Context: an optimization exercise on an open-source flow, tuned for small area, a short achievable clock period and few clock cycles per item. The choices shown serve that exercise and are no tape-out recipe.
No functional check of the RTL was part of any run shown here.

==> flow/design.v (outline; a module is shown in full before it is edited, if it fits) <==
// module idc_controller: 30 lines
// module idc_datapath: 2123 lines
// module idc_fa: 10 lines
// module inclusive_day_count_between_dates: 44 lines
module inclusive_day_count_between_dates #(
	parameter int unsigned MAX_YEAR = 9999
) (
	input  logic        clk,
	input  logic        arst_n,
	input  logic        dates_valid,
	output logic        dates_ready,
	input  logic [4:0]  dates_start_day,
	input  logic [3:0]  dates_start_month,
	input  logic [13:0] dates_start_year,
	input  logic [4:0]  dates_end_day,
	input  logic [3:0]  dates_end_month,
	input  logic [13:0] dates_end_year,
	output logic        result_valid,
	input  logic        result_ready,
	output logic [21:0] result_day_count,
	output logic        result_order_error
);
  // ...
==> flow/flow/run.sh <==
#!/bin/bash
# The standard layout (the standard.sh, unchanged synthesis), with the
# port buffers made from the smallest buffer cell instead of the default
# choice; the resizer still upsizes them where timing needs it. ORFS writes
# each step's full log under orfs/logs; make's own output goes to
# standard.log.
set -uo pipefail
bash standard.sh "BUFFER_PORTS_ARGS=-buffer_cell sky130_fd_sc_hd__buf_1" finish > standard.log 2>&1
==> flow/standard.sh <==
#!/bin/bash
# synth_recipe.tcl (not shown) runs the flow's synth.tcl, then flattens the netlist and writes it again
# the make line also repeats each setting of config.mk as NAME=value (left out here)
make -C /OpenROAD-flow-scripts/flow DESIGN_CONFIG=/design/flow/config.mk WORK_HOME=/design/flow/orfs CLKGATE_MAP_FILE= SYNTH_SCRIPT=/design/flow/synth_recipe.tcl "${@:-finish}"
==> flow/config.mk <==
export PLATFORM = sky130hd
export DESIGN_NAME = inclusive_day_count_between_dates
export DESIGN_NICKNAME = inclusive_day_count_between_dates
export VERILOG_FILES = /design/flow/design.v
export SDC_FILE = /design/flow/constraint.sdc
export NUM_CORES = 4
export LEC_CHECK = 0
export CAP_MARGIN = 20
export CORE_MARGIN = 2
export CORE_UTILIZATION = 40
export CTS_BUF_LIST = sky130_fd_sc_hd__clkbuf_8
export SETUP_SLACK_MARGIN = 5
export SLEW_MARGIN = 20
export SYNTH_HIERARCHICAL = 1
==> flow/constraint.sdc <==
create_clock -name core_clock -period 10.0 [get_ports {clk}]
set_input_delay 2.0000 -clock core_clock [delete_from_list [all_inputs] [get_ports {clk}]]
set_output_delay 2.0000 -clock core_clock [all_outputs]
set_load 0.01 [all_outputs]
==> results.txt, run 1 <==
* Run status: complete, no violations
* Setup Crit Path Kind: primary input to flip-flop
* Capturing instance or port of the critical path: u_dp.v_q[8]
* Post-synthesis xor/xnor area fraction at roughly 4.6%
* DRC at 0
* Async set-or-reset flop fraction in the synthesized netlist at around 3%
* Worst path setup slack after routing at a little over 4 ns
* Chain of cells forming the critical path: buf_12, nor4_4, o41ai_4, nand2_2, nand2_2, or2_4, ha_4, mux2i_4, mux2_4, fa_1, fa_1, ha_1, a21o_1, a21oi_2, o21a_1, a21oi_2, inv_1, fa_2, inv_1
* Master of the slowest instance on the critical path: fa_2
* Sum of negative setup slack at 0 ns
* Post-CTS setup buffers at 19
* Wire length on met2 at approximately 10000 um
* Clock-cell share of area at under 10%
* Number of buffers and inverters on the critical path at 3
* Crit start category: primary input
* Synthesized netlist net count at around 1300
* Synthesis-to-finish area growth at 16.26%
* WL/cell at around 16 um
* Core Area at between 0.02 and 0.03 mm^2
* Number of standard cells in the final layout excluding fillers at between 1000 and 1500
* Number of cells on the critical path at 19
* Fraction of post-synthesis cell area in the top cell type by area at a little over a quarter
* All-layer global routing usage at 16.51%
==> run 2: changes to the inputs <==
--- a/flow/config.mk
+++ b/flow/config.mk
@@ -7,2 +7,3 @@
 export LEC_CHECK = 0
+export ABC_CLOCK_PERIOD_IN_PS = 3000
 export CAP_MARGIN = 20
==> results.txt, run 2 <==
* Instance count of the mapped netlist at 881 (unchanged)
* Critical-path maximum fanout at 4 (unchanged)
* Total of hold buffers inserted after clock tree synthesis at 0 (unchanged)
* # nets final at 1365 (unchanged)
* Synthesized netlist net count at 1261 (unchanged)
* Finished Core Util at 47.14% (unchanged)
* Skew-Pair Late Insertion Delay at 0.35 ns (about the same)
* Sum of negative setup slack at 0 ns (unchanged)
* Endpoint arrival time on the critical path at 6.05 ns (about the same)
* Vias in the first global route at 6848 (unchanged)
* Endpoint class of the critical path: flip-flop (unchanged)
* Number of max-slew violations in the final report at 0 (unchanged)
* Period utilization at 59.37% (unchanged)
* Largest Register: u_dp.r_q (unchanged)
* Register bit total from synthesis at 67 (unchanged)
* Initial cell density of the core at 40.55% (unchanged)
* Worst-case hold slack at 0.5567 ns (unchanged)
* Core Area at 0.02511 mm^2 (unchanged)
* Average instance area after synthesis at 11.56 um^2 (unchanged)
* Main flop type after synthesis: edfxtp_1 (unchanged)
* Post-synthesis sequential area ratio at 19.66% (unchanged)
* Worst-case headroom to the max-slew limit at 46.76% (unchanged)
* Setup repair after global routing missed its margin: true (unchanged)
* Core Rows at 58 (unchanged)
* Ratio of cells with drive above 1 in the final layout at 16.18% (unchanged)
* Post-DRT Antenna Nets at 0 (unchanged)
* CTS Buf Count at 9 (unchanged)
* Ports at 75 (unchanged)
* Post-synthesis cell area at 0.01018 mm^2 (unchanged)
* Length of the first detailed-routing pass in iterations at 4 (unchanged)
* Placed wire-length estimate after detailed placement at 17690 um (unchanged)
* Worst setup slack after placement at 2.946 ns (unchanged)
* Deepest clock path buffer count at 2 (unchanged)
* Final hold violations at 0 (unchanged)
* Slew at the pin closest to its max-slew limit at 0.7978 ns (unchanged)
* Global placement routability congestion at 0.8661 (unchanged)
* Master of the slowest instance on the critical path: fa_2 (unchanged)
* H-tree lvl count at 3 (unchanged)
* Required time of the worst setup path at 10.11 ns (about the same)
* Flip-flop count of the largest register after layout at 23 (unchanged)
* Global-route wire length before repair at 34650 um (unchanged)
* Antenna cell count at 0 (unchanged)
* Vias per cell at 5.085 (unchanged)
* Die outline width at 163.5 um (unchanged)
* Achievable Freq at 168.4 MHz (unchanged)
* CTS tree: done (unchanged)
* Area enclosed by the die boundary at 0.02675 mm^2 (unchanged)
* Largest net degree at the start of global routing at 44 (unchanged)
* Buffer cell driving the clock tree root: clkbuf_8 (unchanged)
* CP max stage delay at 0.51 ns (about the same)
* Main area contributors after synthesis: fa_1 (27%), ha_1 (24%), edfxtp_1 (19%) (unchanged)
* Top library cells by usage in the layout, fill and taps aside: ha_1 (181), fa_1 (129), edfxtp_1 (65), inv_1 (63), buf_1 (53) (unchanged)
* Buffers on Ports at 74 (unchanged)
* Run status: complete, no violations (unchanged)
* Worst hold-check path type: flip-flop to flip-flop (unchanged)
* Syn. warnings at 8 (unchanged)
* Via count at 6707 (unchanged)
* Worst-path clk slew at 0.07 ns (about the same)
* Number of setup violations in the final report at 0 (unchanged)
* Clk_skew at 0.009481 ns (unchanged)
* Library cell with the largest summed area after synthesis: fa_1 (unchanged)
* Crit start category: primary input (unchanged)
* Filler cell count in the final layout at 2310 (unchanged)
* Clock sink count at 67 (unchanged)
* Commonest non-fill, non-tap cell in the layout: ha_1 (unchanged)
* Top-count cell post-synth: ha_1 (unchanged)
* Chain of cells forming the critical path: buf_12, nor4_4, o41ai_4, nand2_2, nand2_2, or2_4, ha_4, mux2i_4, mux2_4, fa_1, fa_1, ha_1, a21o_1, a21oi_2, o21a_1, a21oi_2, inv_1, fa_2, inv_1 (unchanged)
* Routed wire length at 21010 um (unchanged)
* Setup Crit Path Kind: primary input to flip-flop (unchanged)
* Number of enable-type register cells in the synthesized netlist at 65 (unchanged)
* Number of antenna violations at the first check in global routing at 0 (unchanged)
* Registers with the highest flip-flop counts: u_dp.r_q x23, u_dp.da_q x13, u_dp.v_q x13 (unchanged)
* Total global routing overflow at 0 (unchanged)
* Async set-or-reset flop fraction in the synthesized netlist at 2.985% (unchanged)
* Vertical extent of the die at 163.5 um (unchanged)
* Final Critical Period at 5.937 ns (unchanged)
* Top cell types by occurrence after synthesis: ha_1 (193), fa_1 (137), inv_1 (67) (unchanged)
* WL/cell at 15.93 um (unchanged)
* All-layer global routing usage at 16.51% (unchanged)
* Violation count after the first detailed-route iteration at 254 (unchanged)
* DRC at 0 (unchanged)
* Synthesis-to-finish area growth at 16.26% (unchanged)
* Number of distinct library cell variants in the gate-level netlist after synthesis at 70 (unchanged)
* Fraction of post-synthesis cell area in the top cell type by area at 26.94% (unchanged)
* Max-capacitance violation count at 0 (unchanged)
* Worst path setup slack after routing at 4.063 ns (unchanged)
## run 2: cell counts after synthesis
No cell type changed its count.
## run 2: layout make-up
| type | count | area, um^2 | area share, % |
|---|---|---|---|
| Tap cell | 330 | 412.9 | 3.488 |
| Clock inverter | 6 | 105.1 | 0.8879 |
| Clock buffer | 9 | 123.9 | 1.047 |
| Timing Repair Buffer | 110 | 619.3 | 5.233 |
| Inverter | 68 | 257.7 | 2.178 |
| Sequential cell | 67 | 2002 | 16.91 |
| Multi-Input combinational cell | 729 | 8315 | 70.25 |
## run 2: layer usage
metal / global-route usage (%) / part of all wire (%) / routed length [um]
met2: 28.12 / 48 / 10040
met1: 22.26 / 47 / 9900
met5: 0 / 0 / 0
met4: 4.864 / 2.1 / 450
met3: 1.778 / 3.0 / 627
## run 2: kinds of logic (layout without fill, tap and decap cells)
logic type | after synthesis | count (layout) | share of synthesized area, %
compound gates | 138 | 138 | 9.402
xor+xnor | 53 | 53 | 4.559
fa+ha+maj | 330 | 330 | 50.66
buf+inv | 85 | 193 | 3.244
flops | 67 | 67 | 19.66
mux | 17 | 17 | 2.101
simple gates | 191 | 191 | 10.37
## run 2: Yosys stat by module (local to each module, per instance), a selection
module	copies in the design	flops+latches
idc_datapath	1	65
idc_controller	1	2
idc_fa	124	0
## run 2: per-stage QoR
step / std cells / instance area [um^2]
2_1_floorplan: 881 / 10280
3_5_place_dp: 1268 / 10890
5_1_grt: 1319 / 11840
4_1_cts: 1302 / 11460
3_3_place_gp: 1268 / 10890
6_report: 1319 / 11840
## run 2: path summary, 6_finish.rpt
path / startpoint / to / slack [ns] / depth (start not counted)
max in group asynchronous: arst_n / u_ctrl.v1_q / 8.46 / 1
min in group asynchronous: arst_n / u_ctrl.v2_q / 1.42 / 1
worst max register to register: u_dp.da_q[10] / u_dp.r_q[17] / 5.11 / 14
worst max-delay path: dates_start_year[5] / u_dp.v_q[8] / 4.06 / 19
worst min register to register: u_ctrl.v1_q / u_ctrl.v2_q / 0.56 / 1
worst min-delay path: u_ctrl.v1_q / u_ctrl.v2_q / 0.56 / 1
## run 2: critical path: cells and delay by family
family                     cells  cell delay, ns
buffers and inverters          3            0.20
AOI/OAI and AO/OA              5            0.65
muxes                          2            0.35
and+or+nand+nor                4            0.74
adders and majority gates      5            2.08
## run 2: repair_timing
action                                  CTS  global route
pin swaps                                29            26
buffers inserted                         19            17
gates resized for setup                  64            40
endpoints found under the setup margin   28            32

[separate check: timing with driven ports]
No port has a modelled driver above. Below, the same layouts with a new extraction and two added sets of constraints.
Step 1 (the two cells are an assumption about what drives the block):
set clk [get_ports {clk}]
set_driving_cell -lib_cell sky130_fd_sc_hd__clkbuf_16 $clk
set_driving_cell -lib_cell sky130_fd_sc_hd__buf_2 [delete_from_list [all_inputs] $clk]
Step 2 moves the port delays by t, midway between the first and last clock arrival at a register: inputs arrive t later, outputs are due t later. That takes back most of the time a late clock gives input paths.
Three values: ideal, step 1, step 2; two values: the first two.
| run | t (ns) | setup WS [ns] | clock arrival spread, ns | cell pins on the clock port's net |
|---|---|---|---|---|
| run 1 | 0.383 | 4.063 / 4.051 / 3.668 | 0.010 / 0.009 | 1 |
| run 2 | 0.383 | 4.063 / 4.051 / 3.668 | 0.010 / 0.009 | 1 |
After both steps every run listed still meets setup and hold.
